Background: an optimization exercise with open tools, aiming at small area and a short achievable clock period. Do not read the settings as production practice.
Function was checked by simulation only, so behaviour that the tests miss may differ from the original.
Power and IR drop assume default switching activity.

==> design.v <==
`timescale 1ns / 1ps
package plic_pkg;
   localparam int DEF_NUM_HARTS   = 4;
   localparam int DEF_NUM_SOURCES = 32;
   localparam int CMD_W    = 2;
   localparam int OFFSET_W = 26;
   localparam int DATA_W   = 32;
   localparam int SRC_W    = 5;
   localparam int PRIO_W   = 3;
   localparam int HARTS_W  = 3;
   localparam int LINE_W   = 4;
   localparam int WORD_W   = 10;
   localparam logic [CMD_W-1:0] CMD_READ  = 2'd0;
   localparam logic [CMD_W-1:0] CMD_WRITE = 2'd1;
   localparam logic [CMD_W-1:0] CMD_LEVEL = 2'd2;
   localparam logic [OFFSET_W-1:0] PEND_BASE = 26'h000_1000;
   localparam logic [OFFSET_W-1:0] EN_BASE   = 26'h000_2000;
   localparam logic [OFFSET_W-1:0] CTX_BASE  = 26'h020_0000;
   localparam int EN_STRIDE  = 'h80;
   localparam int CTX_STRIDE = 'h1000;
   localparam int EN_CTX_LSB = 7;
   localparam logic [WORD_W-1:0] CTX_WORD_THRESHOLD = 10'd0;
   localparam logic [WORD_W-1:0] CTX_WORD_CLAIM     = 10'd1;
   localparam logic [HARTS_W-1:0] ACTIVE_HARTS_RESET = 3'd1;
endpackage
`timescale 1ns / 1ps
import plic_pkg::*;
module platform_interrupt_controller #(
   parameter int NUM_HARTS   = plic_pkg::DEF_NUM_HARTS,
   parameter int NUM_SOURCES = plic_pkg::DEF_NUM_SOURCES
) (
   input  logic                             clock,
   input  logic                             reset,
   input  logic                             start,
   output logic                             busy,
   input  logic [plic_pkg::CMD_W-1:0]       req_command,
   input  logic [plic_pkg::OFFSET_W-1:0]    req_offset,
   input  logic [plic_pkg::DATA_W-1:0]      req_write_data,
   input  logic [plic_pkg::SRC_W-1:0]       req_irq_source,
   input  logic                             req_irq_level,
   output logic                             rsp_strobe,
   output logic [plic_pkg::DATA_W-1:0]      rsp_read_data,
   output logic                             rsp_access_error,
   output logic [plic_pkg::LINE_W-1:0]      rsp_supervisor_lines,
   output logic [plic_pkg::LINE_W-1:0]      rsp_machine_lines,
   input  logic                             csr_write_enable,
   input  logic [plic_pkg::HARTS_W-1:0]     csr_write_data
);
   localparam int NUM_CTX = 2 * NUM_HARTS;
   logic [NUM_SOURCES-1:1]             pending_ff;
   logic [NUM_SOURCES-1:1]             claimed_ff;
   logic [NUM_SOURCES-1:0][PRIO_W-1:0] prio_ff;
   logic [NUM_CTX-1:0][DATA_W-1:0]     enable_ff;
   logic [NUM_CTX-1:0]                 en_valid_ff;   
   logic [NUM_HARTS-1:0]               hart_on_ff;    
   logic                               rst_q;         
   logic                   q_valid;
   logic [NUM_SOURCES-1:1] q_take;        
   logic                   q_prio_wr;     
   logic                   q_en_wr;       
   logic                   q_prio_rd;
   logic                   q_pend_rd;
   logic                   q_en_rd;       
   logic                   q_err;
   logic [SRC_W-1:0]       q_idx;         
   logic [SRC_W-1:0]       q_ridx;        
   logic [2:0]             q_ctx;         
   logic [DATA_W-1:0]      q_wdata;
   logic                   rsp_strobe_ff;
   logic [DATA_W-1:0]      rsp_read_data_ff;
   logic                   rsp_access_error_ff;
   logic [LINE_W-1:0]      rsp_sup_ff;
   logic [LINE_W-1:0]      rsp_mach_ff;
   assign busy = 1'b0;
   logic is_rd, is_wr, is_lvl;
   logic r_prio, r_pend, r_en, r_ctx, w_thr, w_claim;
   logic do_compl;
   always_comb begin
      is_rd   = start & (req_command == CMD_READ);
      is_wr   = start & (req_command == CMD_WRITE);
      is_lvl  = start & (req_command == CMD_LEVEL);
      r_prio  = (req_offset[25:7] == 19'd0);
      r_pend  = (req_offset[25:2] == 24'h000400);
      r_en    = (req_offset[25:10] == 16'h0008);
      r_ctx   = (req_offset[25:15] == 11'h040);
      w_thr   = (req_offset[11:2] == 10'd0);
      w_claim = (req_offset[11:2] == 10'd1);
      do_compl = is_wr & r_ctx & w_claim;
   end
   always_ff @(posedge clock) begin
      rst_q     <= reset;
      q_valid   <= start & ~reset;
      q_prio_wr <= is_wr & (r_prio | (r_ctx & w_thr));
      q_en_wr   <= is_wr & r_en;
      q_prio_rd <= is_rd & r_prio;
      q_pend_rd <= is_rd & r_pend & (req_offset[1:0] == 2'd0);
      q_en_rd   <= is_rd & r_en;
      q_err     <= (is_wr & r_pend) | (is_wr & r_ctx & ~w_thr & ~w_claim) |
                   ((is_rd | is_wr) & ~r_prio & ~r_pend & ~r_en & ~r_ctx);
      q_idx     <= r_prio ? req_offset[6:2] : '0;
      q_ridx    <= req_offset[6:2];
      q_ctx     <= req_offset[9:7];
      q_wdata   <= req_write_data;
   end
   logic                   hart_ok;
   logic [NUM_CTX-1:0]     en_we;
   logic [NUM_SOURCES-1:1] elig;          
   logic [NUM_SOURCES-1:1] first;         
   logic [SRC_W-1:0]       take_id;
   always_comb begin
      hart_ok = hart_on_ff[q_ctx[2:1]];
      for (int c = 0; c < NUM_CTX; c++)
         en_we[c] = q_en_wr & hart_ok & (q_ctx == 3'(c));
      take_id = '0;
      for (int i = 1; i < NUM_SOURCES; i++)
         if (q_take[i]) take_id = take_id | SRC_W'(i);
   end
   for (genvar i = 1; i < NUM_SOURCES; i++) begin : g_elig
      plic_elig u_elig   (.p(pending_ff[i]), .c(claimed_ff[i]), .t(q_take[i]), .e(elig[i]));
   end
   plic_first #(.N(NUM_SOURCES-1)) u_first (.e(elig), .f(first));
   logic [NUM_CTX:0] any_line;    
   for (genvar c = 0; c <= NUM_CTX; c++) begin : g_line
      plic_or_and31 u_or (.a(elig),
                          .b(c < NUM_CTX ? enable_ff[c % NUM_CTX][NUM_SOURCES-1:1]
                                         : q_wdata[NUM_SOURCES-1:1]),
                          .y(any_line[c]));
   end
   for (genvar b = 0; b < DATA_W; b++) begin : g_rd
      logic [NUM_CTX:0] rd_s, rd_d;
      for (genvar c = 0; c < NUM_CTX; c++) begin : g_c
         assign rd_s[c] = en_rd_sel[c];
         assign rd_d[c] = enable_ff[c][b];
      end
      assign rd_s[NUM_CTX] = q_pend_rd;
      if (b == 0) begin : g_p0
         assign rd_d[NUM_CTX] = 1'b0;
      end else begin : g_p
         assign rd_d[NUM_CTX] = pending_ff[b];
      end
      if (b < SRC_W) begin : g_x
         plic_ao9x u (.s(rd_s), .d(rd_d), .xn(rd_low_n[b]), .y(rd_data[b]));
      end else begin : g_n
         plic_ao9 u (.s(rd_s), .d(rd_d), .y(rd_data[b]));
      end
   end
   always_ff @(posedge clock) begin
      q_take <= first & {(NUM_SOURCES-1){is_rd & r_ctx & w_claim & ~rst_q}};
      for (int i = 1; i < NUM_SOURCES; i++) begin
         if (is_lvl && req_irq_source == SRC_W'(i))
            pending_ff[i] <= req_irq_level;
         else if (rst_q || q_take[i])
            pending_ff[i] <= 1'b0;
         if (rst_q || (do_compl && req_write_data[SRC_W-1:0] == SRC_W'(i)))
            claimed_ff[i] <= 1'b0;
         else if (q_take[i])
            claimed_ff[i] <= 1'b1;
      end
      for (int i = 0; i < NUM_SOURCES; i++)
         if (rst_q || (q_prio_wr && q_idx == SRC_W'(i)))
            prio_ff[i] <= q_wdata[PRIO_W-1:0] & {PRIO_W{~rst_q}};
      for (int c = 0; c < NUM_CTX; c++) begin
         if (en_we[c]) enable_ff[c] <= q_wdata;
         if (rst_q) en_valid_ff[c] <= 1'b0;
         else if (en_we[c]) en_valid_ff[c] <= 1'b1;
      end
      if (reset)
         hart_on_ff <= NUM_HARTS'(1);
      else if (csr_write_enable)
         for (int h = 0; h < NUM_HARTS; h++)
            hart_on_ff[h] <= (csr_write_data > HARTS_W'(h));
   end
   logic [DATA_W-1:0]      rd_data;
   logic [NUM_CTX-1:0]     en_rd_sel;     
   logic [SRC_W-1:0]       rd_low;        
   logic [SRC_W-1:0]       rd_low_n;
   logic                   wdata_line;
   logic [NUM_CTX-1:0]     ctx_line;
   logic [LINE_W-1:0]      sup, mach;
   always_comb begin
      for (int c = 0; c < NUM_CTX; c++)
         en_rd_sel[c] = q_en_rd & hart_ok & en_valid_ff[c] & (q_ctx == 3'(c));
      rd_low = take_id;
      if (q_prio_rd) rd_low = rd_low | SRC_W'(prio_ff[q_ridx]);
      rd_low_n = ~rd_low;
      wdata_line = any_line[NUM_CTX];
      for (int c = 0; c < NUM_CTX; c++)
         ctx_line[c] = en_we[c] ? wdata_line : (en_valid_ff[c] & any_line[c]);
      for (int h = 0; h < NUM_HARTS; h++) begin
         sup[h]  = ~rst_q & hart_on_ff[h] & ctx_line[2*h];
         mach[h] = ~rst_q & hart_on_ff[h] & ctx_line[2*h+1];
      end
   end
   always_ff @(posedge clock) begin
      rsp_strobe_ff       <= q_valid;
      rsp_read_data_ff    <= rd_data;
      rsp_access_error_ff <= q_err;
      rsp_sup_ff          <= sup;
      rsp_mach_ff         <= mach;
   end
   assign rsp_strobe           = rsp_strobe_ff;
   assign rsp_read_data        = rsp_read_data_ff;
   assign rsp_access_error     = rsp_access_error_ff;
   assign rsp_supervisor_lines = rsp_sup_ff;
   assign rsp_machine_lines    = rsp_mach_ff;
endmodule
module plic_elig (input logic p, input logic c, input logic t, output logic e);
   assign e = p & ~c & ~t;
endmodule
module plic_inv (input logic a, output logic y);
   assign y = ~a;
endmodule
module plic_nor2 (input logic a, input logic b, output logic y);
   assign y = ~(a | b);
endmodule
module plic_nand2 (input logic a, input logic b, output logic y);
   assign y = ~(a & b);
endmodule
module plic_and2 (input logic a, input logic b, output logic y);
   assign y = a & b;
endmodule
module plic_nand4 (input logic a, input logic b, input logic c, input logic d,
                   output logic y);
   assign y = ~(a & b & c & d);
endmodule
module plic_aoi22 (input logic a0, input logic b0, input logic a1, input logic b1,
                   output logic y);
   assign y = ~((a0 & b0) | (a1 & b1));
endmodule
module plic_first #(parameter int N = 31) (
   input  logic [N:1] e,
   output logic [N:1] f
);
   localparam int L = $clog2(N);      
   logic [N:1] x [0:L];
   assign x[0] = e;
   for (genvar l = 1; l <= L; l++) begin : g_lvl
      for (genvar j = 1; j <= N; j++) begin : g_bit
         if (j - (1 << (l - 1)) >= 1) begin : g_op
            if (l % 2 == 1) begin : g_nor
               plic_nor2 u (.a(x[l-1][j]), .b(x[l-1][j - (1 << (l - 1))]), .y(x[l][j]));
            end else begin : g_nand
               plic_nand2 u (.a(x[l-1][j]), .b(x[l-1][j - (1 << (l - 1))]), .y(x[l][j]));
            end
         end else begin : g_pass
            plic_inv u (.a(x[l-1][j]), .y(x[l][j]));
         end
      end
   end
   assign f[1] = e[1];
   for (genvar j = 2; j <= N; j++) begin : g_f
      plic_and2 u (.a(e[j]), .b(x[L][j-1]), .y(f[j]));
   end
endmodule
module plic_or_and31 (
   input  logic [31:1] a,
   input  logic [31:1] b,
   output logic        y
);
   logic [15:0] l1;
   logic [3:0]  l2;
   logic [1:0]  l3;
   for (genvar k = 0; k < 15; k++) begin : g_l1
      plic_aoi22 u (.a0(a[2*k+1]), .b0(b[2*k+1]), .a1(a[2*k+2]), .b1(b[2*k+2]), .y(l1[k]));
   end
   plic_nand2 u_l1_last (.a(a[31]), .b(b[31]), .y(l1[15]));
   for (genvar k = 0; k < 4; k++) begin : g_l2
      plic_nand4 u (.a(l1[4*k]), .b(l1[4*k+1]), .c(l1[4*k+2]), .d(l1[4*k+3]), .y(l2[k]));
   end
   plic_nor2 u_l3a (.a(l2[0]), .b(l2[1]), .y(l3[0]));
   plic_nor2 u_l3b (.a(l2[2]), .b(l2[3]), .y(l3[1]));
   plic_nand2 u_l4 (.a(l3[0]), .b(l3[1]), .y(y));
endmodule
module plic_aoi222 (input logic a0, input logic b0, input logic a1, input logic b1,
                    input logic a2, input logic b2, output logic y);
   assign y = ~((a0 & b0) | (a1 & b1) | (a2 & b2));
endmodule
module plic_nand3 (input logic a, input logic b, input logic c, output logic y);
   assign y = ~(a & b & c);
endmodule
module plic_ao9 (input logic [8:0] s, input logic [8:0] d, output logic y);
   logic [2:0] t;
   for (genvar k = 0; k < 3; k++) begin : g_t
      plic_aoi222 u (.a0(s[3*k]), .b0(d[3*k]), .a1(s[3*k+1]), .b1(d[3*k+1]),
                     .a2(s[3*k+2]), .b2(d[3*k+2]), .y(t[k]));
   end
   plic_nand3 u_y (.a(t[0]), .b(t[1]), .c(t[2]), .y(y));
endmodule
module plic_ao9x (input logic [8:0] s, input logic [8:0] d, input logic xn, output logic y);
   logic [2:0] t;
   for (genvar k = 0; k < 3; k++) begin : g_t
      plic_aoi222 u (.a0(s[3*k]), .b0(d[3*k]), .a1(s[3*k+1]), .b1(d[3*k+1]),
                     .a2(s[3*k+2]), .b2(d[3*k+2]), .y(t[k]));
   end
   plic_nand4 u_y (.a(t[0]), .b(t[1]), .c(t[2]), .d(xn), .y(y));
endmodule
==> run.sh <==
#!/bin/bash
# synth_recipe.tcl (not shown) runs the flow's synth.tcl, then flattens the netlist and writes it again
# the make line also repeats each setting of config.mk as NAME=value (left out here)
make -C /OpenROAD-flow-scripts/flow DESIGN_CONFIG=/design/flow/config.mk WORK_HOME=/design/flow/orfs CLKGATE_MAP_FILE= SYNTH_SCRIPT=/design/flow/synth_recipe.tcl finish
==> config.mk <==
export PLATFORM = sky130hd
export DESIGN_NAME = platform_interrupt_controller
export DESIGN_NICKNAME = platform_interrupt_controller
export VERILOG_FILES = /design/flow/design.v
export SDC_FILE = /design/flow/constraint.sdc
export NUM_CORES = 4
export LEC_CHECK = 0
export CAP_MARGIN = 20
export CORE_MARGIN = 2
export CORE_UTILIZATION = 55
export CTS_CLUSTER_DIAMETER = 60
export CTS_CLUSTER_SIZE = 30
export SETUP_SLACK_MARGIN = 3.3
export SLEW_MARGIN = 20
export SYNTH_HIERARCHICAL = 1
==> constraint.sdc <==
create_clock -name core_clock -period 5.5 [get_ports {clock}]
set_input_delay 1.1000 -clock core_clock [delete_from_list [all_inputs] [get_ports {clock}]]
set_output_delay 1.1000 -clock core_clock [all_outputs]
set_load 0.01 [all_outputs]
==> results.txt, run 1 <==
max-capacitance violation count=0; post-synth top area share=50.8%; initial antenna violation count=7; share of the clock period used by the worst path after layout=41.8%; H-tree depth=2; Worst-Margin Slew=0.920 ns; Async SR Flop Fraction=0%; post-synthesis instance area=22600 sq um; fraction of layout instances using a drive strength above 1=29.2%; core utilization of the finished layout=67.6%; startpoint kind of the worst setup timing path=register; Root Buffer=sky130_fd_sc_hd__clkbuf_16; max-slew violation count=0; global-route wire length before repair=97100 um; largest net degree at the start of global routing=68; aggregate routed wire length=67100 um; leftover overflow at the end of global routing=0; Design Area, Final=27500 sq um; via count of the routed design=15926; site row count=74; sequential share of the synthesized area=65.8%; Layout area overhead=21.6%; TritonCTS clock tree=yes; hold buffer count at cts=0; area share of fa/ha/maj cells after synthesis=0%; Crit Path Max Fanout=8; compound-cell area share of the yosys netlist=15.4%; Unique masters post-synth=51; global placement routability congestion=0.992; accumulated negative setup slack=0 ns; detailed-route wire length per cell=27.5 um; placed cell areas=24700 sq um; Worst IR Drop VDD=287 uV; number of synthesis warnings=10; minimum period implied by the final worst setup slack=2.30 ns; Required @ worst endpoint=5.93 ns; class of the worst hold path=reg -> reg; CTS Buf Count=38; number of enable flip-flop cells after synthesis=383; count of buffering cells on the critical path with inverters included=2; Max Freq=435 MHz; type of the setup path with the least slack=reg -> reg; final setup skew=0.0352 ns; clock insertion delay at the later pin of the skew report=0.59 ns; Die Y-Extent=207 um; count of final setup violators=0; chain of cells forming the critical path=mux4_2 -> and3_4 -> nor3b_4 -> buf_12 -> buf_16 -> a222oi_1 -> nand3_1; vias per inst=6.54; mux cell area share after synthesis=3.06%; areal power density over the cells=298 nW/um^2; initial core utilization=55.6%; I/O Pins=116; Total Routing Usage GR=31.2%; Die ar.=42800 sq um; critical path data arrival time=2.72 ns; number of search-and-repair iterations in the first detailed-routing pass=9; number of global-route vias before repair=15191; CP top delay family=multiplexers; dominant combinational cell family by area after synthesis=compound AO/OA/AOI/OAI gates; Hold WS=0.326 ns; iteration-0 DRC count of the detailed router=2122; final antenna-violating net count=0; number of storage elements in the synthesis netlist=552; TritonCTS sink count=552; Slew Limit Headroom=38.7%; critical path's slowest cell=sky130_fd_sc_hd__mux4_2; post-detailed-route DRC marker count=0; leading register cell type out of synthesis=sky130_fd_sc_hd__edfxtp_1; Horiz. Die Dim=207 um; NumNets Final=1945; run status=finished clean; clock-pin slew of the registers on the worst-case setup and hold paths=0.08 ns; dominant cells by area after synthesis=sky130_fd_sc_hd__edfxtp_1 51%, sky130_fd_sc_hd__dfxtp_1 15%, sky130_fd_sc_hd__a22oi_2 7.5%; quantity of I/O buffers inserted on ports=114; largest stage delay on the critical path=0.56 ns; area of the core region=40700 sq um; Leak Pwr=9.54 nW; HPWL reported at the end of detailed placement=44800 um; most area-hungry cell type in the Yosys netlist=sky130_fd_sc_hd__edfxtp_1; share of synthesized cell area in and, or, nand and nor gates=14.2%; Mapped Avg Cell Area=13.8 sq um; R2R Setup Slk=3.20 ns; Syn Inst Count=1646; XOR/XNOR share of the synthesized area=0%; final number of hold-violating endpoints=0; buffer levels on the longest clock path=3; kind of end point of the critical path=register; setup repair after global routing missed its margin=yes
## cell usage after synthesis, drive strengths merged, types with 14 or more instances
| master | n |
|---|---|
| a211oi | 33 |
| a21oi | 16 |
| a222oi | 96 |
| a22oi | 135 |
| and2 | 66 |
| buf | 14 |
| clkbuf | 29 |
| dfxtp | 169 |
| edfxtp | 383 |
| inv | 45 |
| mux2i | 23 |
| mux4 | 19 |
| nand2 | 101 |
| nand2b | 17 |
| nand3 | 45 |
| nand4 | 47 |
| nor2 | 210 |
| nor2b | 14 |
| nor3 | 14 |
| nor3b | 36 |
| nor4 | 17 |
| o21ai | 35 |
| o21bai | 16 |
## power by group
group | internal, mW | total, mW | switching (mW)
combinational | 0.229 | 0.487 | 0.258
sequential | 4.52 | 4.60 | 0.0738
clock | 1.59 | 3.11 | 1.52
total | 6.35 | 8.20 | 1.85
## layout make-up
cell class              count  area, sq um
well taps                 532          666
fillers                  2949        13200
repair buffers            225         2300
inverters                  45          180
diodes                      3         7.51
repair inverters            1         7.51
multi-input cells        1009         8090
clock inverters            27          345
clock buffers              42         1020
flip-flops and latches    552        14900
## layer usage
metal,part of all wire (%),vias up,GRT usage [%]
met5,0.080,-,0
met2,46,850,49.5
met3,9.4,145,5.21
li1,-,6966,-
met1,41,7957,44.6
met4,3.2,8,8.61
## worst paths after layout
path,start,to,depth (start not counted)
min,q_err$_DFF_P_,rsp_access_error_ff$_DFF_P_,0
min reg2reg,q_err$_DFF_P_,rsp_access_error_ff$_DFF_P_,0
max reg2reg,q_ctx[1]$_DFF_P_,rsp_read_data_ff[20]$_DFF_P_,7
max,q_ctx[1]$_DFF_P_,rsp_read_data_ff[20]$_DFF_P_,7
## cell usage in the layout, fill, tap and decap left out, types with 44 or more instances in the layout
| cell | instances |
|---|---|
| sky130_fd_sc_hd__a222oi_1 | 96 |
| sky130_fd_sc_hd__a22oi_2 | 135 |
| sky130_fd_sc_hd__buf_2 | 44 |
| sky130_fd_sc_hd__buf_4 | 61 |
| sky130_fd_sc_hd__clkdlybuf4s50_1 | 44 |
| sky130_fd_sc_hd__dfxtp_1 | 158 |
| sky130_fd_sc_hd__edfxtp_1 | 383 |
| sky130_fd_sc_hd__nand2_1 | 99 |
| sky130_fd_sc_hd__nand4_1 | 47 |
| sky130_fd_sc_hd__nor2_1 | 197 |
## stage by stage
stage	cells	setup WS (ns)	power [mW]
final	2436	3.20	8.20
after global routing	2433	3.16	8.43
after CTS	2403	3.19	8.21
after detailed placement	2276	1.93	5.10
after global placement	2276	1.95	5.09
after floorplan	1647	2.96	4.91
## flip-flops by register name, summed over array words and instances, names as in the netlist, 3 cells and up
name / count
en_valid_ff: 8
q_take: 31
enable_ff: 256
rsp_mach_ff: 4
rsp_sup_ff: 4
prio_ff: 96
claimed_ff: 31
hart_on_ff: 4
q_idx: 5
q_ctx: 3
rsp_read_data_ff: 32
pending_ff: 31
q_wdata: 32
q_ridx: 5
## modules after synthesis (local to each module, per instance), excerpt
module | cell area [sq um] | copies in the design
plic_and2 | 6.26 | 30
plic_nand3 | 5.00 | 27
plic_nor2 | 3.75 | 87
plic_nand2 | 3.75 | 68
plic_elig | 12.5 | 31
plic_nand4 | 6.26 | 41
plic_inv | 3.75 | 31
platform_interrupt_controller | 18300 | 1
plic_aoi222 | 10.0 | 96
plic_aoi22 | 12.5 | 135
## worst register-to-register path: cells and delay by family (launching register included)
kind,cells,cell delay [ns]
flip-flops,1,0.35
AND/OR/NAND/NOR,3,0.53
multiplexers,1,0.56
AO/OA/AOI/OAI,1,0.40
buffers and inverters,2,0.30
## logic make-up (layout without fill, tap and decap cells)
logic type,after synthesis,after routing
and+or+nand+nor,602,604
other,1,5
buffers and inverters,88,340
muxes,45,45
DFF,552,552
AOI/OAI and AO/OA,358,358
## repair_timing
action / in CTS / in global routing
cloned: 8 / 1
setup buffers: 50 / 29
pin swaps: 70 / 80
gates resized for setup: 314 / 102
endpoints found under the setup margin: 423 / 206
==> run 2: changes to the inputs <==
==> flow/run.sh (new file) <==
#!/bin/bash
# The standard layout (standard.sh: the standard flow's synthesis, floorplan, placement,
# CTS, routing), with two changes to how it is made:
#  - CTS adds no dummy loads to balance its clusters;
#  - port buffers are buf_2 instead of the delay cells buffer_ports picks.
# ORFS writes each step's full log under orfs/logs/; make's own output goes
# to standard_flow.log here.
set -euo pipefail
WORK="$(cd "$(dirname "${BASH_SOURCE[0]}")/.." && pwd)"
cd "$WORK"
bash standard.sh \
  "CTS_ARGS=-sink_clustering_enable -repair_clock_nets -sink_clustering_size 30 -sink_clustering_max_diameter 60 -dont_use_dummy_load" \
  "BUFFER_PORTS_ARGS=-buffer_cell sky130_fd_sc_hd__buf_2" \
  finish > "$WORK/standard_flow.log" 2>&1
test -f "$WORK/out/final.def"
==> standard.sh (new file) <==
#!/bin/bash
# synth_recipe.tcl (not shown) runs the flow's synth.tcl, then flattens the netlist and writes it again
# the make line also repeats each setting of config.mk as NAME=value (left out here)
make -C /OpenROAD-flow-scripts/flow DESIGN_CONFIG=/design/flow/config.mk WORK_HOME=/design/flow/orfs CLKGATE_MAP_FILE= SYNTH_SCRIPT=/design/flow/synth_recipe.tcl "${@:-finish}"
removed: run.sh
==> run 2 against run 1 <==
Compared with the run above: clock-buffer cell count decreased by 4; synthesized area is the same; utilization down 2.7 points; largest power group unchanged; final cell count down 1.8%.
==> results.txt, run 2 <==
H-tree depth=2 (unchanged); Async SR Flop Fraction=0% (unchanged); startpoint of the lowest-slack hold path=q_err$_DFF_P_; type of the setup path with the least slack=reg -> reg; Crit Reg-Reg Endpoint=rsp_read_data_ff[29]$_DFF_P_; kind of end point of the critical path=register; accumulated negative setup slack=0 ns (unchanged); Root Buffer=sky130_fd_sc_hd__clkbuf_16; clock insertion delay at the later pin of the skew report=0.57 ns (-0.02 ns); TritonCTS clock tree=yes; Unique masters post-synth=51 (unchanged); areal power density over the cells=287 nW/um^2 (-3.5%); setup repair after global routing missed its margin=yes; Switching Share=21.5% (-1.0 points); post-synth top area share=50.8% (unchanged); initial antenna violation count=6 (-1); minimum period implied by the final worst setup slack=2.30 ns (+0.00740 ns); number of synthesis warnings=10 (unchanged); leftover overflow at the end of global routing=0 (unchanged); startpoint kind of the worst setup timing path=register; Hold Crit Depth=0 (unchanged); vias per inst=6.52 (-0.32%); site row count=74 (unchanged); initial core utilization=55.6% (unchanged); Horiz. Die Dim=207 um (unchanged); startpoint of the worst-slack reg-to-reg timing path=q_ctx[1]$_DFF_P_; power share of the combinational group=6.0% (about the same); switching power=1.63 mW (-12%); Max Freq=434 MHz (-0.32%); number of enable flip-flop cells after synthesis=383 (unchanged); max-slew violation count=0 (unchanged); largest registers ranked by flip-flop count=enable_ff: 256 flops, prio_ff: 96 flops; aggregate routed wire length=66000 um (-1.6%); R2R Setup Slk=3.20 ns (about the same); most area-hungry cell type in the Yosys netlist=sky130_fd_sc_hd__edfxtp_1; post-synthesis instance area=22600 sq um (unchanged); minimum setup slack after placement=2.24 ns (+0.309 ns); area of the core region=40700 sq um (unchanged); Worst IR Drop VDD=256 uV (-11%); clock-pin slew of the registers on the worst-case setup and hold paths=0.08 ns (about the same); number of storage elements in the synthesis netlist=552 (unchanged); top-count cell post-synth=sky130_fd_sc_hd__edfxtp_1; post-detailed-route DRC marker count=0 (unchanged); class of the worst hold path=reg -> reg; cell depth of the worst flop-to-flop path=6 (-1); hold buffer count at cts=0 (unchanged); fraction of layout instances using a drive strength above 1=29.1% (-0.078 points); HPWL reported at the end of detailed placement=44900 um (+0.36%); Worst-Margin Slew=1.01 ns (+0.0877 ns); Leak Pwr=9.14 nW (-4.2%); internal power summed over all cells=5.95 mW (-6.2%); global-route wire length before repair=95100 um (-2.1%); most common cell after layout, fill and taps aside=sky130_fd_sc_hd__edfxtp_1; Total Routing Usage GR=30.6% (-0.52 points); count of final setup violators=0 (unchanged); dominant cells by area after synthesis=sky130_fd_sc_hd__edfxtp_1 51%, sky130_fd_sc_hd__dfxtp_1 15%, sky130_fd_sc_hd__a22oi_2 7.5%; Mapped Avg Cell Area=13.8 sq um (unchanged); final antenna-violating net count=0 (unchanged); critical path data arrival time=2.71 ns (about the same); buffer levels on the longest clock path=3 (unchanged); final setup skew=0.0494 ns (+0.0142 ns); iteration-0 DRC count of the detailed router=1903 (-10%); CTS Buf Count=38 (unchanged); via count of the routed design=15595 (-2.1%); largest reg by FF count=enable_ff; leading register cell type out of synthesis=sky130_fd_sc_hd__edfxtp_1; number of search-and-repair iterations in the first detailed-routing pass=9 (unchanged); Crit Path Max Fanout=8 (unchanged); global placement routability congestion=0.967 (-2.5%); run status=finished clean; commonest non-fill, non-tap cells in the layout=383 x sky130_fd_sc_hd__edfxtp_1, 202 x sky130_fd_sc_hd__nor2_1, 162 x sky130_fd_sc_hd__dfxtp_1; list of most frequent post-synthesis cells=383 x sky130_fd_sc_hd__edfxtp_1, 210 x sky130_fd_sc_hd__nor2_1, 169 x sky130_fd_sc_hd__dfxtp_1; Die Y-Extent=207 um (unchanged); share of the clock period used by the worst path after layout=41.9% (+0.13 points); sequential share of the synthesized area=65.8% (unchanged); Slew Limit Headroom=32.3% (-6.4 points); Hold WS=0.329 ns (+0.00273 ns); detailed-route wire length per cell=27.6 um (+0.16%); core utilization of the finished layout=64.8% (-2.7 points); proportion of power drawn by the clock network=33.4% (-4.6 points); flip-flop count of the largest register after layout=256 (unchanged); quantity of I/O buffers inserted on ports=114 (unchanged); I/O Pins=116 (unchanged); final number of hold-violating endpoints=0 (unchanged); share of power burned in registers=60.6% (+4.5 points); worst min-delay path endpoint=rsp_access_error_ff$_DFF_P_; Required @ worst endpoint=5.91 ns (-0.02 ns); TritonCTS sink count=552 (unchanged); NumNets Final=1933 (-0.62%); Die ar.=42800 sq um (unchanged); max-capacitance violation count=0 (unchanged); largest net degree at the start of global routing=75 (+10%); Syn Inst Count=1646 (unchanged); number of global-route vias before repair=14803 (-2.6%); setup ws final=3.20 ns (-0.00740 ns); Layout area overhead=16.6%
==> run 2: cell type report <==
class	count	area [sq um]
Antenna cell	3	7.51
Timing Repair inverter	1	7.51
Clock buffer	38	951
Sequential cell	552	14900
Timing Repair Buffer	213	1730
Tap cell	532	666
Inverter	45	180
Multi-Input combinational cell	1009	7950
Fill cell	3116	14300
==> run 2: timing repair <==
action / 4_1_cts / 5_1_grt
buffers inserted: 44 / 24
cloned: 6 / 3
gates resized for setup: 66 / 72
endpoints found under the setup margin: 306 / 192
pin swaps: 45 / 78
==> run 2: cells by family (layout without fill, tap and decap cells) <==
logic type	count (synthesis)	after routing	share of synthesized area (%)
AND/OR/NAND/NOR	602	604	14.2
buffers and inverters	88	297	1.60
multiplexers	45	45	3.06
flip-flops	552	552	65.8
other	1	5	0.0166
AO/OA/AOI/OAI	358	358	15.4
==> run 2: worst max-delay path, stage by stage, from the launching register on <==
cell and delay, ns:
sky130_fd_sc_hd__dfxtp_4 0.36, sky130_fd_sc_hd__mux4_2 0.59, sky130_fd_sc_hd__and3_4 0.23, sky130_fd_sc_hd__nor3b_4 0.21, sky130_fd_sc_hd__buf_12 0.17, sky130_fd_sc_hd__a222oi_1 0.40
sky130_fd_sc_hd__nand3_1 0.20
==> run 2: through the flow <==
step           cells  total power [mW]  instance area [sq um]
5_1_grt         2391              7.81                  26400
6_report        2393              7.59                  26400
4_1_cts         2363              7.59                  25800
3_3_place_gp    2275              5.06                  24100
2_1_floorplan   1647              4.91                  22800
3_5_place_dp    2275              5.07                  24100
==> run 2: worst max-delay path by stage <==
stage,start,slack (ns),cells past startpoint,end
CTS,q_ctx[1]$_DFF_P_,3.23,6,rsp_read_data_ff[29]$_DFF_P_
global placement,req_offset[3],2.30,6,claimed_ff[6]$_SDFFE_PP0P_
detailed placement,req_offset[3],2.24,6,claimed_ff[6]$_SDFFE_PP0P_
finish,q_ctx[1]$_DFF_P_,3.20,6,rsp_read_data_ff[29]$_DFF_P_
global route,q_ctx[1]$_DFF_P_,3.18,6,rsp_read_data_ff[25]$_DFF_P_
floorplan,req_offset[16],2.96,6,q_take[11]$_DFF_P_
==> run 2: per-module statistics from Yosys, one instance, submodules excluded, excerpt <==
module / flops+latches / cell area [sq um] / cells inside / times used
plic_nand2: 0 / 3.75 / 1 / 68
plic_and2: 0 / 6.26 / 1 / 30
plic_aoi22: 0 / 12.5 / 1 / 135
platform_interrupt_controller: 552 / 18300 / 1099 / 1
plic_nand4: 0 / 6.26 / 1 / 41
plic_nor2: 0 / 3.75 / 1 / 87
plic_nand3: 0 / 5.00 / 1 / 27
plic_inv: 0 / 3.75 / 1 / 31
==> run 2: metal layers <==
| metal | wire length (um) | GRT usage, % | part of all wire [%] |
|---|---|---|---|
| met5 | 41 | 0 | 0.062 |
| met4 | 1770 | 8.97 | 2.7 |
| met3 | 6080 | 5.42 | 9.2 |
| met2 | 30700 | 47.9 | 46 |
| met1 | 27400 | 44.2 | 42 |
==> run 2: power by group through the flow <==
stage	logic (mW)	clock network [mW]	registers [mW]
floorplan	0.259	0	4.65
global placement	0.370	0	4.69
detailed placement	0.375	0	4.69
CTS	0.421	2.57	4.60
global route	0.483	2.72	4.61
finish	0.454	2.54	4.60
==> run 3: changes to the inputs <==
--- a/design.v
+++ b/design.v
@@ -128,2 +128,6 @@
    end
+   for (genvar c = 0; c < NUM_CTX; c++) begin : g_ctx_line
+      plic_ao22 u (.a0(line_keep[c]), .b0(any_line[c]), .a1(line_new[c]), .b1(any_line[NUM_CTX]),
+                   .y(ctx_line[c]));
+   end
    for (genvar b = 0; b < DATA_W; b++) begin : g_rd
@@ -176,3 +180,4 @@
    logic [SRC_W-1:0]       rd_low_n;
-   logic                   wdata_line;
+   logic [NUM_CTX-1:0]     line_keep;     
+   logic [NUM_CTX-1:0]     line_new;      
    logic [NUM_CTX-1:0]     ctx_line;
@@ -185,8 +190,10 @@
       rd_low_n = ~rd_low;
-      wdata_line = any_line[NUM_CTX];
       for (int c = 0; c < NUM_CTX; c++)
-         ctx_line[c] = en_we[c] ? wdata_line : (en_valid_ff[c] & any_line[c]);
+      begin
+         line_keep[c] = ~rst_q & hart_on_ff[c/2] & en_valid_ff[c] & ~en_we[c];
+         line_new[c]  = ~rst_q & hart_on_ff[c/2] & en_we[c];
+      end
       for (int h = 0; h < NUM_HARTS; h++) begin
-         sup[h]  = ~rst_q & hart_on_ff[h] & ctx_line[2*h];
-         mach[h] = ~rst_q & hart_on_ff[h] & ctx_line[2*h+1];
+         sup[h]  = ctx_line[2*h];
+         mach[h] = ctx_line[2*h+1];
       end
@@ -296 +303,5 @@
 endmodule
+module plic_ao22 (input logic a0, input logic b0, input logic a1, input logic b1,
+                  output logic y);
+   assign y = (a0 & b0) | (a1 & b1);
+endmodule
==> run 3 against run 2 <==
Compared with the run above: maximum frequency is 0.26% lower; via count is 1.3% higher; first-iteration DRC count is 3.5% higher; synthesized cell count grew 1.6%; sequential share of layout area is 0.93 points higher; global-route usage fell by 1.2 points; final cell count is 0.17% lower; combinational power shrank 7.5%; critical endpoint is now claimed_ff[21]$_SDFFE_PP0P_; largest cell class unchanged.
==> results.txt, run 3 <==
critical path's slowest cell=sky130_fd_sc_hd__or3_4; startpoint kind of the worst setup timing path=input port; iteration-0 DRC count of the detailed router=1969 (+3.5%); share of the clock period used by the worst path after layout=42.0% (+0.11 points); dominant combinational cell family by area after synthesis=simple AND/OR/NAND/NOR gates; minimum setup slack after placement=2.32 ns (+0.0844 ns); minimum period implied by the final worst setup slack=2.31 ns (+0.00592 ns); CP top delay family=simple AND/OR/NAND/NOR gates; number of storage elements in the synthesis netlist=552 (unchanged); Syn Inst Count=1672 (+1.6%); Worst-Margin Slew=0.962 ns (-0.0455 ns); top-count cell post-synth=sky130_fd_sc_hd__edfxtp_1; CTS Buf Count=38 (unchanged); global-route wire length before repair=94600 um (-0.45%); via count of the routed design=15805 (+1.3%); largest net degree at the start of global routing=76 (+1.3%); quantity of I/O buffers inserted on ports=114 (unchanged); flip-flop count of the largest register after layout=256 (unchanged); most area-hungry cell type in the Yosys netlist=sky130_fd_sc_hd__edfxtp_1; leftover overflow at the end of global routing=0 (unchanged); initial core utilization=55.7% (+0.12 points); post-synthesis instance area=22700 sq um (+0.21%); Root Buffer=sky130_fd_sc_hd__clkbuf_16; leading register cell type out of synthesis=sky130_fd_sc_hd__edfxtp_1; H-tree depth=2 (unchanged); vias per inst=6.62 (+1.5%); clock insertion delay at the later pin of the skew report=0.58 ns (about the same); post-synth top area share=50.7% (-0.11 points); compound-cell area share of the yosys netlist=14.9% (-0.50 points); type of the setup path with the least slack=in -> reg; aggregate routed wire length=67600 um (+2.3%); share of synthesized cell area in and, or, nand and nor gates=15.0% (+0.81 points); I/O Pins=116 (unchanged); kind of end point of the critical path=register; Horiz. Die Dim=207 um (+0.10%); number of search-and-repair iterations in the first detailed-routing pass=8 (-1); Die ar.=42900 sq um (+0.20%); Async SR Flop Fraction=0% (unchanged); detailed-route wire length per cell=28.3 um (+2.5%); TritonCTS clock tree=yes; hold buffer count at cts=0 (unchanged); critical path data arrival time=2.73 ns (+0.02 ns); number of synthesis warnings=10 (unchanged); Mapped Avg Cell Area=13.6 sq um (-1.3%); list of most frequent post-synthesis cells=383 x sky130_fd_sc_hd__edfxtp_1, 231 x sky130_fd_sc_hd__nor2_1, 169 x sky130_fd_sc_hd__dfxtp_1; core utilization of the finished layout=63.7% (-1.1 points); startpoint of the lowest-slack hold path=q_err$_DFF_P_; post-detailed-route DRC marker count=0 (unchanged); NumNets Final=1928 (-0.26%); clock-pin slew of the registers on the worst-case setup and hold paths=0.07 ns (about the same); startpoint of the worst-slack reg-to-reg timing path=q_ctx[1]$_DFF_P_; Crit. Startpoint=req_offset[6]; TritonCTS sink count=552 (unchanged); class of the worst hold path=reg -> reg; number of global-route vias before repair=14972 (+1.1%); Leak Pwr=8.98 nW (-1.8%); area share of fa/ha/maj cells after synthesis=0% (unchanged); global placement routability congestion=0.959 (-0.85%); Total Routing Usage GR=29.5% (-1.2 points); XOR/XNOR share of the synthesized area=0% (unchanged); accumulated negative setup slack=0 ns (unchanged); largest registers ranked by flip-flop count=enable_ff: 256 flops, prio_ff: 96 flops; most common cell after layout, fill and taps aside=sky130_fd_sc_hd__edfxtp_1; R2R Setup Slk=3.21 ns (about the same); Crit Path Max Fanout=4 (-4); Fill cells=3141 (+0.80%); commonest non-fill, non-tap cells in the layout=383 x sky130_fd_sc_hd__edfxtp_1, 223 x sky130_fd_sc_hd__nor2_1, 163 x sky130_fd_sc_hd__dfxtp_1; max-slew violation count=0 (unchanged); areal power density over the cells=291 nW/um^2 (+1.1%); largest stage delay on the critical path=0.51 ns (-0.08 ns); initial antenna violation count=9 (+3); setup repair after global routing missed its margin=yes; final setup skew=0.0451 ns (-0.00423 ns); mux cell area share after synthesis=3.03% (-0.028 points); Worst IR Drop VDD=258 uV (+0.68%); count of final setup violators=0 (unchanged); Max Freq=433 MHz (-0.26%); buffer levels on the longest clock path=3 (unchanged); run status=finished clean; final number of hold-violating endpoints=0 (unchanged); area of the core region=40700 sq um (unchanged); number of enable flip-flop cells after synthesis=383 (unchanged); final antenna-violating net count=0 (unchanged); max-capacitance violation count=0 (unchanged); Slew Limit Headroom=35.6% (+3.3 points); Layout area overhead=14.5%; chain of cells forming the critical path=buf_8 -> nor4_4 -> nand4_1 -> or3_4 -> nor3b_4 -> buf_6 -> a311oi_1; fraction of layout instances using a drive strength above 1=24.9% (-4.2 points); Unique masters post-synth=56 (+9.8%); Required @ worst endpoint=5.92 ns (about the same); count of buffering cells on the critical path with inverters included=2 (+1); site row count=74 (unchanged); HPWL reported at the end of detailed placement=44600 um (-0.62%); largest reg by FF count=enable_ff; setup ws final=3.19 ns (-0.00592 ns); dominant cells by area after synthesis=sky130_fd_sc_hd__edfxtp_1 51%, sky130_fd_sc_hd__dfxtp_1 15%, sky130_fd_sc_hd__a22oi_2 7.4%; Die Y-Extent=207 um (+0.10%); sequential share of the synthesized area=65.6% (-0.14 points)
[run 3: metrics by stage]
stage | hold WS [ns] | cell area (sq um) | std cells | total power [mW]
3_5_place_dp | 0.321 | 24000 | 2307 | 5.07
2_1_floorplan | 0.310 | 22700 | 1673 | 4.91
5_1_grt | 0.333 | 26000 | 2387 | 7.76
4_1_cts | 0.326 | 25400 | 2360 | 7.55
6_report | 0.324 | 26000 | 2389 | 7.55
3_3_place_gp | 0.315 | 24000 | 2307 | 5.06
[run 3: final cells by class]
class | instances | area [sq um] | share of cell area (%)
timing repair buffer | 180 | 1400 | 5.38
antenna | 4 | 10.0 | 0.0386
inverter | 41 | 155 | 0.598
multi-input combinational | 1042 | 7890 | 30.4
sequential | 552 | 14900 | 57.4
tap | 532 | 666 | 2.56
clock buffer | 38 | 951 | 3.66
[run 3: Yosys stat by module, one instance, submodules excluded, excerpt]
module,cells,flops+latches
plic_aoi22,1,0
plic_inv,1,0
plic_ao22,1,0
plic_nand3,1,0
plic_nand2,1,0
platform_interrupt_controller,1117,552
plic_nand4,1,0
plic_nor2,1,0
[run 3: metal layers]
metal  part of all wire [%]  vias up  track usage [%]
li1                       -     6954                -
met5                  0.050        -                0
met4                    3.4        6             8.77
met1                     41     7941             41.8
met3                    9.6      133             5.31
met2                     46      771             46.8
[run 3: final timing paths]
check                                                    to  depth (start not counted)
worst max-delay path            claimed_ff[21]$_SDFFE_PP0P_                          7
worst min-delay path            rsp_access_error_ff$_DFF_P_                          0
worst max register to register  rsp_read_data_ff[3]$_DFF_P_                          7
worst min register to register  rsp_access_error_ff$_DFF_P_                          0
[run 3: what timing repair did]
| action | 4_1_cts | 5_1_grt |
|---|---|---|
| pin swaps | 27 | 54 |
| resized for setup | 64 | 56 |
| setup endpoints to repair | 121 | 184 |
| gates cloned | 3 | 7 |
| buffers inserted | 12 | 18 |
[run 3: kinds of logic after synthesis]
group / count (synthesis)
AND/OR/NAND/NOR: 659
AO/OA/AOI/OAI: 336
buffers and inverters: 82
flip-flops: 552
other: 1
multiplexers: 42
[run 3: power breakdown]
part           switching, mW  internal [mW]
clock                   1.30           1.23
combinational          0.251          0.169
sequential            0.0727           4.53
total                   1.63           5.92
==> run 4: changes to the inputs <==
--- a/config.mk
+++ b/config.mk
@@ -9,3 +9,3 @@
 export CORE_MARGIN = 2
-export CORE_UTILIZATION = 55
+export CORE_UTILIZATION = 65
 export CTS_CLUSTER_DIAMETER = 60
==> run 4 against run 3 <==
Compared with the run above: global-route usage is 4.8 points higher; synthesized area did not move; via count is 0.71% lower; power down 1.5%; critical path type is now reg -> reg; setup slack improved by 0.045 ns; flip-flop and latch count did not move; largest power group unchanged; clock skew up 0.0072 ns; utilization grew 11 points; clock power fell by 4%; largest cell class unchanged.
==> results.txt, run 4 <==
list of most frequent post-synthesis cells=383 x sky130_fd_sc_hd__edfxtp_1, 231 x sky130_fd_sc_hd__nor2_1, 169 x sky130_fd_sc_hd__dfxtp_1; dominant combinational cell family by area after synthesis=simple AND/OR/NAND/NOR gates; area of the core region=34500 sq um (-15%); clock-pin slew of the registers on the worst-case setup and hold paths=0.07 ns (about the same); XOR/XNOR share of the synthesized area=0% (unchanged); post-detailed-route DRC marker count=0 (unchanged); Fill cells=2249 (-28%); site row count=68 (-8.1%); run status=finished clean; area share of fa/ha/maj cells after synthesis=0% (unchanged); total power=7.43 mW (-1.5%); Slew Limit Headroom=27.6% (-8.0 points); H-tree depth=2 (unchanged); final number of hold-violating endpoints=0 (unchanged); buffer levels on the longest clock path=3 (unchanged); most area-hungry cell type in the Yosys netlist=sky130_fd_sc_hd__edfxtp_1; count of buffering cells on the critical path with inverters included=0 (-2); count of cell instances traversed by the critical path=5 (-2); Root Buffer=sky130_fd_sc_hd__clkbuf_16; max-slew violation count=0 (unchanged); mux cell area share after synthesis=3.03% (unchanged); Required @ worst endpoint=5.88 ns (-0.04 ns); placed insts=2223 (-3.6%); CP top delay family=multiplexers; areal power density over the cells=290 nW/um^2 (-0.31%); setup ws final=3.23 ns (+0.0448 ns); post-synth top area share=50.7% (unchanged); Hold WS=0.330 ns (+0.00552 ns); number of storage elements in the synthesis netlist=552 (unchanged); largest net degree at the start of global routing=43 (-43%); Die ar.=36400 sq um (-15%); final setup skew=0.0523 ns (+0.00721 ns); Max Freq=441 MHz (+2.0%); chain of cells forming the critical path=mux4_1 -> mux2_2 -> o311a_1 -> a2111oi_2 -> nand4_1; clock insertion delay at the later pin of the skew report=0.57 ns (about the same); top-count cell post-synth=sky130_fd_sc_hd__edfxtp_1; flip-flop count of the largest register after layout=256 (unchanged); Design Area, Final=25600 sq um (-1.2%); minimum period implied by the final worst setup slack=2.27 ns (-0.0448 ns); detailed-route wire length per cell=27.3 um (-3.6%); multi-input combinational cell area=7910 sq um (+0.29%); Mapped Avg Cell Area=13.6 sq um (unchanged); Horiz. Die Dim=191 um (-7.9%); NumNets Final=1908 (-1.0%); initial antenna violation count=5 (-4); setup repair after global routing missed its margin=yes; largest reg by FF count=enable_ff; Crit Path Max Fanout=5 (+1); commonest non-fill, non-tap cells in the layout=383 x sky130_fd_sc_hd__edfxtp_1, 223 x sky130_fd_sc_hd__nor2_1, 162 x sky130_fd_sc_hd__dfxtp_1; critical path data arrival time=2.65 ns (-0.08 ns); Syn Inst Count=1672 (unchanged); via count of the routed design=15692 (-0.71%); startpoint kind of the worst setup timing path=register; TritonCTS clock tree=yes; kind of end point of the critical path=register; dominant cells by area after synthesis=sky130_fd_sc_hd__edfxtp_1 51%, sky130_fd_sc_hd__dfxtp_1 15%, sky130_fd_sc_hd__a22oi_2 7.4%; number of search-and-repair iterations in the first detailed-routing pass=7 (-1); sequential share of the synthesized area=65.6% (unchanged); CTS Buf Count=36 (-5.3%); Layout area overhead=13.0%; Worst IR Drop VDD=331 uV (+28%); largest registers ranked by flip-flop count=enable_ff: 256 flops, prio_ff: 96 flops; post-synthesis instance area=22700 sq um (unchanged); critical path's slowest cell=sky130_fd_sc_hd__mux4_1; largest stage delay on the critical path=0.56 ns (+0.05 ns); most common cell after layout, fill and taps aside=sky130_fd_sc_hd__edfxtp_1; Leak Pwr=8.85 nW (-1.4%); minimum setup slack after placement=2.44 ns (+0.123 ns); share of synthesized cell area in and, or, nand and nor gates=15.0% (unchanged); max-capacitance violation count=0 (unchanged); core utilization of the finished layout=74.4% (+11 points); vias per inst=6.85 (+3.6%); number of synthesis warnings=10 (unchanged); number of global-route vias before repair=15065 (+0.62%); count of final setup violators=0 (unchanged); Worst-Margin Slew=1.08 ns (+0.119 ns); post-layout instance count excluding filler cells=2290 (-4.1%); iteration-0 DRC count of the detailed router=2106 (+7.0%); number of enable flip-flop cells after synthesis=383 (unchanged); hold buffer count at cts=0 (unchanged); Total Routing Usage GR=34.3% (+4.8 points); register cell area after layout=14900 sq um (about the same); Unique masters post-synth=56 (unchanged); Hold Crit Depth=0 (unchanged); accumulated negative setup slack=0 ns (unchanged); compound-cell area share of the yosys netlist=14.9% (unchanged); fraction of layout instances using a drive strength above 1=24.7% (-0.27 points); Die Y-Extent=191 um (-7.9%); leftover overflow at the end of global routing=0 (unchanged); global placement routability congestion=0.987 (+3.0%); Async SR Flop Fraction=0% (unchanged); aggregate routed wire length=62400 um (-7.6%); placed cell areas=23900 sq um (-0.64%); I/O Pins=116 (unchanged); cell depth of the worst flop-to-flop path=5 (-2); class of the worst hold path=reg -> reg; R2R Setup Slk=3.23 ns (+0.02 ns); quantity of I/O buffers inserted on ports=114 (unchanged); initial core utilization=65.8% (+10 points); global-route wire length before repair=91900 um (-2.9%); HPWL reported at the end of detailed placement=42500 um (-4.9%); final antenna-violating net count=0 (unchanged); leading register cell type out of synthesis=sky130_fd_sc_hd__edfxtp_1; share of the clock period used by the worst path after layout=41.2% (-0.81 points); TritonCTS sink count=552 (unchanged); type of the setup path with the least slack=reg -> reg
-- run 4: changes by cell type in the layout (fill, tap and decap cells not counted), sizes merged --
cell / before / now
inv: 40 / 41
bufbuf: 1 / 2
clkinv: 1 / 0
buf: 175 / 163
and3: 23 / 20
clkbuf: 42 / 36
diode: 4 / 2
-- run 4: final cells by class --
cell class	instances	area share [%]
Tap cell	455	2.22
Sequential cell	552	58.1
Antenna cell	2	0.0195
Timing Repair Buffer	165	4.69
Inverter	41	0.610
Clock buffer	36	3.51
Multi-Input combinational cell	1039	30.8
-- run 4: final timing paths --
kind / start / endpoint
setup / recovery: q_ridx[0]$_DFF_P_ / rsp_read_data_ff[1]$_DFF_P_
hold / removal: q_valid$_DFF_P_ / rsp_strobe_ff$_DFF_P_
setup reg to reg: q_ridx[0]$_DFF_P_ / rsp_read_data_ff[1]$_DFF_P_
hold reg to reg: q_valid$_DFF_P_ / rsp_strobe_ff$_DFF_P_
-- run 4: report_power, final --
part / switching (mW) / internal, mW
Combinational: 0.241 / 0.164
Sequential: 0.0709 / 4.53
Clock: 1.26 / 1.16
-- run 4: logic make-up (layout without fill, tap and decap cells) --
kind of cell           count (synthesis)  in the layout
buffers and inverters                 82            242
multiplexers                          42             42
AND/OR/NAND/NOR                      659            659
AO/OA/AOI/OAI                        336            336
flip-flops                           552            552
other                                  1              4
-- run 4: layer usage --
metal  track usage, %  vias to the layer above  routed length (um)
met5                0                        -                  41
met4             14.5                        6                2730
met3             5.08                      119                6330
met2             54.6                      882               29300
met1             47.6                     7801               24000
li1                 -                     6884                   -
-- run 4: Yosys stat by module, one instance, submodules excluded, a selection --
module                         cells inside  times used  cell area [sq um]
platform_interrupt_controller          1117           1              18300
plic_and2                                 1          30               6.26
plic_ao22                                 1           8               8.76
plic_aoi22                                1         135               12.5
plic_aoi222                               1          96               10.0
plic_elig                                 1          31               12.5
plic_inv                                  1          31               3.75
plic_nand2                                1          68               3.75
plic_nand3                                1          27               5.00
plic_nand4                                1          41               6.26
plic_nor2                                 1          87               3.75
-- run 4: timing repair --
item / 4_1_cts / 5_1_grt
endpoints found under the hold margin: 0 / 0
buffers inserted: 13 / 12
pin swaps: 15 / 63
gates cloned: 3 / 1
setup endpoints to repair: 183 / 136
gates resized for setup: 68 / 50
==> run 5: changes to the inputs <==
--- a/design.v
+++ b/design.v
@@ -62,3 +62,3 @@
    logic                   q_pend_rd;
-   logic                   q_en_rd;       
+   logic [NUM_CTX-1:0]     q_en_rd;       
    logic                   q_err;
@@ -76,3 +76,5 @@
    logic r_prio, r_pend, r_en, r_ctx, w_thr, w_claim;
-   logic do_compl;
+   logic do_compl, do_claim, ctx_w1;
+   logic [NUM_HARTS-1:0] hart_on_next;
+   logic [NUM_CTX-1:0]   en_valid_next;
    always_comb begin
@@ -87,3 +89,8 @@
       w_claim = (req_offset[11:2] == 10'd1);
-      do_compl = is_wr & r_ctx & w_claim;
+      do_compl = ctx_w1 & req_command[0];
+      do_claim = ctx_w1 & ~req_command[0] & ~rst_q;
+      for (int h = 0; h < NUM_HARTS; h++)
+         hart_on_next[h] = reset ? (h == 0) :
+                           csr_write_enable ? (csr_write_data > HARTS_W'(h)) : hart_on_ff[h];
+      en_valid_next = ~{NUM_CTX{rst_q}} & (en_valid_ff | en_we);
    end
@@ -96,3 +103,5 @@
       q_pend_rd <= is_rd & r_pend & (req_offset[1:0] == 2'd0);
-      q_en_rd   <= is_rd & r_en;
+      for (int c = 0; c < NUM_CTX; c++)
+         q_en_rd[c] <= is_rd & r_en & (req_offset[9:7] == 3'(c)) &
+                       hart_on_next[c/2] & en_valid_next[c];
       q_err     <= (is_wr & r_pend) | (is_wr & r_ctx & ~w_thr & ~w_claim) |
@@ -128,2 +137,5 @@
    end
+   plic_line_gate #(.NUM_CTX(NUM_CTX)) u_line_gate (
+      .rst_q(rst_q), .hart_on(hart_on_ff), .en_valid(en_valid_ff), .en_wr(q_en_wr),
+      .ctx(q_ctx), .keep(line_keep), .new_data(line_new));
    for (genvar c = 0; c < NUM_CTX; c++) begin : g_ctx_line
@@ -150,4 +162,5 @@
    end
+   plic_ctx_w1_dec u_ctx_w1 (.start(start), .cmd1(req_command[1]), .off(req_offset), .y(ctx_w1));
    always_ff @(posedge clock) begin
-      q_take <= first & {(NUM_SOURCES-1){is_rd & r_ctx & w_claim & ~rst_q}};
+      q_take <= first & {(NUM_SOURCES-1){do_claim}};
       for (int i = 1; i < NUM_SOURCES; i++) begin
@@ -170,7 +183,3 @@
       end
-      if (reset)
-         hart_on_ff <= NUM_HARTS'(1);
-      else if (csr_write_enable)
-         for (int h = 0; h < NUM_HARTS; h++)
-            hart_on_ff[h] <= (csr_write_data > HARTS_W'(h));
+      hart_on_ff <= hart_on_next;
    end
@@ -186,3 +195,3 @@
       for (int c = 0; c < NUM_CTX; c++)
-         en_rd_sel[c] = q_en_rd & hart_ok & en_valid_ff[c] & (q_ctx == 3'(c));
+         en_rd_sel[c] = q_en_rd[c];
       rd_low = take_id;
@@ -190,7 +199,2 @@
       rd_low_n = ~rd_low;
-      for (int c = 0; c < NUM_CTX; c++)
-      begin
-         line_keep[c] = ~rst_q & hart_on_ff[c/2] & en_valid_ff[c] & ~en_we[c];
-         line_new[c]  = ~rst_q & hart_on_ff[c/2] & en_we[c];
-      end
       for (int h = 0; h < NUM_HARTS; h++) begin
@@ -307 +311,35 @@
 endmodule
+module plic_ctx_w1_dec (input logic start, input logic cmd1, input logic [25:0] off,
+                        output logic y);
+   logic [6:0] a;
+   logic [2:0] b;
+   plic_nor3 u_a0 (.a(off[25]), .b(off[24]), .c(off[23]), .y(a[0]));
+   plic_nor3 u_a1 (.a(off[22]), .b(off[20]), .c(off[19]), .y(a[1]));
+   plic_nor3 u_a2 (.a(off[18]), .b(off[17]), .c(off[16]), .y(a[2]));
+   plic_nor3 u_a3 (.a(off[15]), .b(off[11]), .c(off[10]), .y(a[3]));
+   plic_nor3 u_a4 (.a(off[9]), .b(off[8]), .c(off[7]), .y(a[4]));
+   plic_nor3 u_a5 (.a(off[6]), .b(off[5]), .c(off[4]), .y(a[5]));
+   plic_nor2 u_a6 (.a(off[3]), .b(cmd1), .y(a[6]));
+   plic_nand4 u_b0 (.a(a[0]), .b(a[1]), .c(a[2]), .d(a[3]), .y(b[0]));
+   plic_nand4 u_b1 (.a(a[4]), .b(a[5]), .c(a[6]), .d(start), .y(b[1]));
+   plic_nand2 u_b2 (.a(off[21]), .b(off[2]), .y(b[2]));
+   plic_nor3 u_c (.a(b[0]), .b(b[1]), .c(b[2]), .y(y));
+endmodule
+module plic_nor3 (input logic a, input logic b, input logic c, output logic y);
+   assign y = ~(a | b | c);
+endmodule
+module plic_line_gate #(parameter int NUM_CTX = 8) (
+   input  logic                 rst_q,
+   input  logic [NUM_CTX/2-1:0] hart_on,
+   input  logic [NUM_CTX-1:0]   en_valid,
+   input  logic                 en_wr,
+   input  logic [2:0]           ctx,
+   output logic [NUM_CTX-1:0]   keep,
+   output logic [NUM_CTX-1:0]   new_data
+);
+   always_comb
+      for (int c = 0; c < NUM_CTX; c++) begin
+         new_data[c] = ~rst_q & hart_on[c/2] & en_wr & (ctx == 3'(c));
+         keep[c]     = ~rst_q & hart_on[c/2] & en_valid[c] & ~(en_wr & (ctx == 3'(c)));
+      end
+endmodule
--- a/config.mk
+++ b/config.mk
@@ -9,3 +9,3 @@
 export CORE_MARGIN = 2
-export CORE_UTILIZATION = 65
+export CORE_UTILIZATION = 55
 export CTS_CLUSTER_DIAMETER = 60
==> run 5 against run 4 <==
Compared with the run above: global-route usage is 4.8 points lower; clock-buffer cell count increased by 3; critical path type unchanged; utilization shrank 12 points; non-clock buffer count decreased by 19; critical path depth is 2 higher; die area increased by 19%; largest cell class unchanged; wire length increased by 3.5%; still clean; sequential power grew 1%; combinational power shrank 1%; first-iteration DRC count is 8.4% lower.
==> results.txt, run 5 <==
class of the worst hold path=reg -> reg; type of the setup path with the least slack=reg -> reg; accumulated negative setup slack=0 ns (unchanged); run status=finished clean; TritonCTS clock tree=yes; total power=7.64 mW (+2.8%); HPWL reported at the end of detailed placement=44100 um (+3.8%); clock-pin slew of the registers on the worst-case setup and hold paths=0.07 ns (about the same); iteration-0 DRC count of the detailed router=1930 (-8.4%); Horiz. Die Dim=208 um (+9.1%); clock insertion delay at the later pin of the skew report=0.60 ns (+0.03 ns); initial antenna violation count=9 (+4); Layout area overhead=12.3%; largest reg by FF count=enable_ff; count of final setup violators=0 (unchanged); fraction of layout instances using a drive strength above 1=24.7% (+0.064 points); buffer levels on the longest clock path=3 (unchanged); critical path data arrival time=2.63 ns (-0.02 ns); Die ar.=43400 sq um (+19%); Crit Path Max Fanout=12 (+7); global placement routability congestion=0.935 (-5.3%); Root Buffer=sky130_fd_sc_hd__clkbuf_16; startpoint of the lowest-slack hold path=q_valid$_DFF_P_; CTS Buf Count=39 (+8.3%); Unique masters post-synth=62 (+11%); dominant cells by area after synthesis=sky130_fd_sc_hd__edfxtp_1 50%, sky130_fd_sc_hd__dfxtp_1 15%, sky130_fd_sc_hd__a22oi_2 7.4%; post-detailed-route DRC marker count=0 (unchanged); max-capacitance violation count=0 (unchanged); Leak Pwr=8.75 nW (-1.1%); site row count=74 (+8.8%); Die Y-Extent=208 um (+9.1%); startpoint kind of the worst setup timing path=register; H-tree depth=2 (unchanged); kind of end point of the critical path=register; number of storage elements in the synthesis netlist=559 (+1.3%); final setup skew=0.0560 ns (+0.00370 ns); via count of the routed design=15328 (-2.3%); Async SR Flop Fraction=0% (unchanged); core utilization of the finished layout=62.8% (-12 points); Syn Inst Count=1658 (-0.84%); area of the core region=41000 sq um (+19%); Mapped Avg Cell Area=13.8 sq um (+2.0%); TritonCTS sink count=559 (+1.3%); final antenna-violating net count=0 (unchanged); post-synth top area share=50.1% (-0.57 points); Crit. Startpoint=pending_ff[16]$_SDFFCE_PN0P_; Total Routing Usage GR=29.5% (-4.8 points); flip-flop count of the largest register after layout=256 (unchanged); Worst IR Drop VDD=208 uV (-37%); post-synthesis instance area=22900 sq um (+1.1%); most common cell after layout, fill and taps aside=sky130_fd_sc_hd__edfxtp_1; largest registers ranked by flip-flop count=enable_ff: 256 flops, prio_ff: 96 flops; hold buffer count at cts=0 (unchanged); leftover overflow at the end of global routing=0 (unchanged); number of search-and-repair iterations in the first detailed-routing pass=9 (+2); NumNets Final=1879 (-1.5%); areal power density over the cells=296 nW/um^2 (+2.3%); list of most frequent post-synthesis cells=383 x sky130_fd_sc_hd__edfxtp_1, 227 x sky130_fd_sc_hd__nor2_1, 176 x sky130_fd_sc_hd__dfxtp_1; startpoint of the worst-slack reg-to-reg timing path=pending_ff[16]$_SDFFCE_PN0P_; max-slew violation count=0 (unchanged); Worst-Margin Slew=0.990 ns (-0.0914 ns); number of synthesis warnings=11 (+1); detailed-route wire length per cell=27.6 um (+1.2%); aggregate routed wire length=64600 um (+3.5%); initial core utilization=55.9% (-9.9 points); largest net degree at the start of global routing=80 (+86%); vias per inst=6.54 (-4.5%); most area-hungry cell type in the Yosys netlist=sky130_fd_sc_hd__edfxtp_1; global-route wire length before repair=94700 um (+3.0%); number of enable flip-flop cells after synthesis=383 (unchanged); placed insts=2285 (+2.8%); number of global-route vias before repair=15063 (-0.013%); final number of hold-violating endpoints=0 (unchanged); top-count cell post-synth=sky130_fd_sc_hd__edfxtp_1; quantity of I/O buffers inserted on ports=114 (unchanged); setup repair after global routing missed its margin=yes; share of the clock period used by the worst path after layout=40.1% (-1.1 points); Required @ worst endpoint=5.93 ns (+0.05 ns); sequential share of the synthesized area=65.5% (-0.13 points); post-layout instance count excluding filler cells=2343 (+2.3%); Slew Limit Headroom=34.0% (+6.4 points); Max Freq=454 MHz (+2.8%); Hold WS=0.327 ns (-0.00206 ns); leading register cell type out of synthesis=sky130_fd_sc_hd__edfxtp_1; commonest non-fill, non-tap cells in the layout=383 x sky130_fd_sc_hd__edfxtp_1, 211 x sky130_fd_sc_hd__nor2_1, 163 x sky130_fd_sc_hd__dfxtp_1; minimum period implied by the final worst setup slack=2.20 ns (-0.0612 ns); I/O Pins=116 (unchanged)
## run 5: cell count changes after synthesis, sizes merged, moves of 10 or more
cell | before | now
a21o | 1 | 13
nand2 | 131 | 95
a211oi | 22 | 34
nor3 | 12 | 25
mux2i | 15 | 5
a311oi | 12 | 0
and3 | 20 | 7
o21bai | 0 | 16
## run 5: Yosys stat by module (local to each module, per instance), a selection
module      cell area, sq um  cells inside  times used  flops+latches
plic_nor2               3.75             1          88              0
plic_aoi22              12.5             1         135              0
plic_nand3              5.00             1          27              0
plic_inv                3.75             1          31              0
plic_elig               12.5             1          31              0
plic_ao22               8.76             1           8              0
## run 5: path summary, 6_finish.rpt
check / to / depth (start not counted) / slack, ns
setup / recovery: rsp_sup_ff[0]$_DFF_P_ / 7 / 3.30
hold / removal: rsp_strobe_ff$_DFF_P_ / 0 / 0.33
setup reg to reg: rsp_sup_ff[0]$_DFF_P_ / 7 / 3.30
hold reg to reg: rsp_strobe_ff$_DFF_P_ / 0 / 0.33
## run 5: repair_timing
item / 4_1_cts / 5_1_grt
gates cloned: 1 / 2
setup endpoints to repair: 99 / 171
resized for setup: 37 / 33
pin swaps: 3 / 12
setup buffers: 8 / 1
## run 5: where the power goes
group / leakage [nW] / total [mW] / switching, mW / internal (mW)
registers: 4.96 / 4.66 / 0.0801 / 4.58
clock network: 0.481 / 2.58 / 1.32 / 1.26
logic: 3.31 / 0.401 / 0.237 / 0.164
total: 8.75 / 7.64 / 1.64 / 6.00
## run 5: metrics by stage
step	instance area, sq um	setup slack (ns)
6_report	25800	3.30
5_1_grt	25800	3.26
4_1_cts	25500	3.11
3_5_place_dp	24300	2.59
3_3_place_gp	24300	2.65
2_1_floorplan	23100	3.09
## run 5: area by class of cell
cell class	instances	area (sq um)
fill	3153	15300
sequential	559	15100
multi-input combinational	1027	8020
clock buffer	39	976
timing repair buffer	146	911
tap	532	666
inverter	33	124
antenna	7	17.5
## run 5: metal layers
metal	part of all wire (%)	routed length, um	global-route usage (%)	vias up
met4	4.4	2830	13.4	6
met3	8.5	5510	6.90	125
met2	46	29800	45.7	669
met1	41	26500	39.7	7654
met5	0.063	41	0	-
li1	-	-	-	6874
## run 5: worst max-delay path, cell delays in order, from the launching register on
cell	delay [ns]
sky130_fd_sc_hd__edfxtp_1	0.50
sky130_fd_sc_hd__nor3b_2	0.20
sky130_fd_sc_hd__buf_4	0.21
sky130_fd_sc_hd__a22oi_2	0.17
sky130_fd_sc_hd__nand4_1	0.28
sky130_fd_sc_hd__nor2_4	0.28
sky130_fd_sc_hd__nand2_1	0.16
sky130_fd_sc_hd__a22o_1	0.26
## run 5: cell families (layout without fill, tap and decap cells)
group | Yosys count | count (layout) | synth area share (%)
muxes | 29 | 29 | 2.64
buffers and inverters | 74 | 218 | 1.42
DFF | 559 | 559 | 65.5
and+or+nand+nor | 630 | 631 | 14.7
other | 1 | 9 | 0.0163
AOI/OAI and AO/OA | 365 | 365 | 15.7

-- port drivers added, routing unchanged --
No port has a modelled driver above. Below, the same layouts with a new extraction and two added sets of constraints.
Step 1: set_driving_cell puts a clkbuf_16 on clock and a buf_2 on each other input, an assumption about the parent block.
Step 2, shift: input delay + t, output delay - t, t = (earliest + latest rising clock arrival at the registers) / 2. This alone moves slack from input paths to output paths.
a / b / c = no drivers / after step 1 / after step 2; a / b = the first two.
run	t (ns)	setup WS [ns]	worst data-port slew with drivers (ns)
run 1	0.623	3.203 / 3.203 / 2.653	0.10
run 2	0.605	3.195 / 3.195 / 2.681	0.07
run 3	0.617	3.189 / 3.205 / 2.590	0.07
run 4	0.601	3.234 / 3.234 / 2.711	0.07
run 5	0.624	3.295 / 3.295 / 2.749	0.08
After both steps setup and hold are still met in every run listed. For run 3, which loses most, drivers alone change the setup slack by +0.016 ns; drivers and shift together by -0.599 ns.
